From an optimization exercise on the open Yosys and OpenROAD flow, aimed at small area, a short achievable clock period and few clock cycles per item; shortcuts taken in it are not production practice.
The RTL was checked by simulation tests, not by an equivalence proof against the original design.
Power and IR drop assume default switching activity.

==> module instr_decode, before the edit <==
module instr_decode (
   input  logic [31:0] w0,
   input  logic [31:0] w1,
   input  logic        pend,
   input  logic [3:0]  pend_dst,
   input  logic [15:0] written,
   output logic [exe_pkg::E_W-1:0] entry,
   output logic        pend_next,
   output logic [3:0]  pend_dst_next
);
   logic [7:0] op0, op1;
   logic lvsv0, mtc1_0, mfc1_0, movi0, rd0;
   logic lvsv1, mtc1_1, mfc1_1, movi1, rd1;
   logic dep_p, dep_n;
   logic split_p, split_n;
   assign op0 = w0[31:24];
   assign op1 = w1[31:24];
   assign lvsv0  = (op0[7:1] == exe_pkg::OP_LV[7:1]);
   assign mtc1_0 = (op0 == exe_pkg::OP_MTC1);
   assign mfc1_0 = (op0 == exe_pkg::OP_MFC1);
   assign movi0  = (op0 == exe_pkg::OP_MOV_IMM);
   assign rd0    = lvsv0 || mtc1_0;
   assign lvsv1  = (op1[7:1] == exe_pkg::OP_LV[7:1]);
   assign mtc1_1 = (op1 == exe_pkg::OP_MTC1);
   assign mfc1_1 = (op1 == exe_pkg::OP_MFC1);
   assign movi1  = (op1 == exe_pkg::OP_MOV_IMM);
   assign rd1    = lvsv1 || mtc1_1;
   assign dep_p = (pend_dst == w1[11:8]);
   assign dep_n = (w0[19:16] == w1[11:8]);
   assign split_p = mfc1_1 || (rd1 && dep_p);
   assign split_n = (rd0 && rd1) || (mfc1_0 && mfc1_1) || (mtc1_0 && (lvsv1 || mfc1_1)) ||
                    (rd1 && mfc1_0 && dep_n);
   assign pend_next     = (pend || !movi0) && movi1;
   assign pend_dst_next = w1[19:16];
   always_comb begin
      entry = '0;
      entry[exe_pkg::E_NMEM]       = lvsv1;
      entry[exe_pkg::E_NSV]        = op1[0];
      entry[exe_pkg::E_NMTC1]      = mtc1_1;
      entry[exe_pkg::E_NWEN]       = mfc1_1;
      entry[exe_pkg::E_NVREG +: 5] = w1[20:16];
      entry[exe_pkg::E_NRIDX +: 4] = w1[11:8];
      if (pend) begin
         entry[exe_pkg::E_DVAL +: 32]  = w0;
         entry[exe_pkg::E_SMEM]        = lvsv1 && !dep_p;
         entry[exe_pkg::E_SSV]         = op1[0];
         entry[exe_pkg::E_SMTC1]       = mtc1_1 && !dep_p;
         entry[exe_pkg::E_SWEN]        = 1'b1;
         entry[exe_pkg::E_SWVL]        = 1'b0;
         entry[exe_pkg::E_SVREG +: 5]  = w1[20:16];
         entry[exe_pkg::E_SRSEL +: 16] = (16'b1 << w1[11:8]) & written;
         entry[exe_pkg::E_SWIDX +: 4]  = pend_dst;
         entry[exe_pkg::E_SPLIT]       = split_p;
      end else if (movi0) begin
         entry[exe_pkg::E_DVAL +: 32]  = w1;
         entry[exe_pkg::E_SMEM]        = 1'b0;
         entry[exe_pkg::E_SSV]         = op1[0];
         entry[exe_pkg::E_SMTC1]       = 1'b0;
         entry[exe_pkg::E_SWEN]        = 1'b1;
         entry[exe_pkg::E_SWVL]        = 1'b0;
         entry[exe_pkg::E_SVREG +: 5]  = w1[20:16];
         entry[exe_pkg::E_SRSEL +: 16] = 16'h0;
         entry[exe_pkg::E_SWIDX +: 4]  = w0[19:16];
         entry[exe_pkg::E_SPLIT]       = 1'b0;
      end else begin
         entry[exe_pkg::E_DVAL +: 32]  = w1;
         entry[exe_pkg::E_SMEM]        = lvsv0 || (lvsv1 && !mtc1_0 && !(mfc1_0 && dep_n));
         entry[exe_pkg::E_SSV]         = lvsv0 ? op0[0] : op1[0];
         entry[exe_pkg::E_SMTC1]       = mtc1_0 || (mtc1_1 && !rd0 && !(mfc1_0 && dep_n));
         entry[exe_pkg::E_SWEN]        = mfc1_0 || (mfc1_1 && !mtc1_0);
         entry[exe_pkg::E_SWVL]        = 1'b1;
         entry[exe_pkg::E_SVREG +: 5]  = lvsv0 ? w0[20:16] : w1[20:16];
         entry[exe_pkg::E_SRSEL +: 16] = (16'b1 << (rd0 ? w0[11:8] : w1[11:8])) & written;
         entry[exe_pkg::E_SWIDX +: 4]  = mfc1_0 ? w0[19:16] : w1[19:16];
         entry[exe_pkg::E_SPLIT]       = split_n;
      end
   end
endmodule
Settings: LEC_CHECK=0, CAP_MARGIN=20, CORE_MARGIN=2, CORE_UTILIZATION=40, CTS_CLUSTER_DIAMETER=80, CTS_CLUSTER_SIZE=30, SETUP_SLACK_MARGIN=2.1, SLEW_MARGIN=20; clock period 4.0 ns.
run.sh (not shown) runs the stock make flow with config.mk's settings and CLKGATE_MAP_FILE= SYNTH_SCRIPT=/design/flow/synth_recipe.tcl, a recipe that flattens the netlist after the stock synthesis.
The starting point finished with timing, DRC and antenna clean.
Testbench counts at the start, summed over its fixed seeds: cycles 17,684, items 19,384.
Edit:
--- a/flow/design.v
+++ b/flow/design.v
@@ -95,4 +95,5 @@
    logic [7:0] op0, op1;
    logic lvsv0, mtc1_0, mfc1_0, movi0, rd0;
+   logic rd0_lo;
    logic lvsv1, mtc1_1, mfc1_1, movi1, rd1;
    logic dep_p, dep_n;
@@ -105,4 +106,5 @@
    assign movi0  = (op0 == exe_pkg::OP_MOV_IMM);
    assign rd0    = lvsv0 || mtc1_0;
+   assign rd0_lo = (op0[5:4] == 2'b01) || (op0[5:4] == 2'b10 && !op0[0]);
    assign lvsv1  = (op1[7:1] == exe_pkg::OP_LV[7:1]);
    assign mtc1_1 = (op1 == exe_pkg::OP_MTC1);
@@ -113,5 +115,5 @@
    assign dep_n = (w0[19:16] == w1[11:8]);
    assign split_p = mfc1_1 || (rd1 && dep_p);
-   assign split_n = (rd0 && rd1) || (mfc1_0 && mfc1_1) || (mtc1_0 && (lvsv1 || mfc1_1)) ||
+   assign split_n = (rd0_lo && rd1) || (mfc1_0 && mfc1_1) || (mtc1_0 && (lvsv1 || mfc1_1)) ||
                     (rd1 && mfc1_0 && dep_n);
    assign pend_next     = (pend || !movi0) && movi1;
@@ -149,11 +151,11 @@
       end else begin
          entry[exe_pkg::E_DVAL +: 32]  = w1;
-         entry[exe_pkg::E_SMEM]        = lvsv0 || (lvsv1 && !mtc1_0 && !(mfc1_0 && dep_n));
+         entry[exe_pkg::E_SMEM]        = lvsv0 || (lvsv1 && !split_n);
          entry[exe_pkg::E_SSV]         = lvsv0 ? op0[0] : op1[0];
-         entry[exe_pkg::E_SMTC1]       = mtc1_0 || (mtc1_1 && !rd0 && !(mfc1_0 && dep_n));
-         entry[exe_pkg::E_SWEN]        = mfc1_0 || (mfc1_1 && !mtc1_0);
+         entry[exe_pkg::E_SMTC1]       = mtc1_0 || (mtc1_1 && !split_n);
+         entry[exe_pkg::E_SWEN]        = mfc1_0 || (mfc1_1 && !split_n);
          entry[exe_pkg::E_SWVL]        = 1'b1;
          entry[exe_pkg::E_SVREG +: 5]  = lvsv0 ? w0[20:16] : w1[20:16];
-         entry[exe_pkg::E_SRSEL +: 16] = (16'b1 << (rd0 ? w0[11:8] : w1[11:8])) & written;
+         entry[exe_pkg::E_SRSEL +: 16] = (rd0_lo ? (16'b1 << w0[11:8]) : (16'b1 << w1[11:8])) & written;
          entry[exe_pkg::E_SWIDX +: 4]  = mfc1_0 ? w0[19:16] : w1[19:16];
          entry[exe_pkg::E_SPLIT]       = split_n;
Outcome:
- The changed run finished with timing, DRC and antenna clean
- core utilization is higher by 1.2 points
- cell count hardly moves
- power is lower by 23%
- die area drops by 0.40%
- register-to-register slack got worse by 170 ps
- wire length grows by 7.7%
- synthesized cell count went down by 2.2%
- fmax drops by 7.5%
- sequential power came out lower by about 10%
- clock-buffer cell count rises by 2
- synthesized area decreases by 0.40%
- worst hold slack is worse by 90 ps
Testbench counts after the change, summed over its fixed seeds: cycles 17,896, items 19,384.

## separate check: timing with driven ports
Ports are ideal in the flow. The routed layouts listed here were re-timed in OpenROAD. Step 1 (the two cells are an assumption about what drives the block):
set clk [get_ports {clk}]
set_driving_cell -lib_cell sky130_fd_sc_hd__clkbuf_16 $clk
set_driving_cell -lib_cell sky130_fd_sc_hd__buf_2 [delete_from_list [all_inputs] $clk]
Step 2 times the ports against the registers' clock, not the clock port: input delays grow and output delays shrink by t, the midpoint of the rising clock arrivals with the driver on. Slacks: ideal / step 1 / step 2; pairs: ideal / step 1.
run | shift t [ns] | slack for setup (ns) | worst hold slack (ns)
the first run | 0.662 | 1.894 / 1.870 / 1.297 | 0.364 / 0.324 / 0.466
the second run | 0.667 | 1.723 / 1.723 / 1.149 | 0.275 / 0.236 / 0.469
After both steps every run listed still meets setup and hold. For the first run, which loses most, drivers alone change the setup slack by -0.024 ns; drivers and shift together by -0.597 ns.
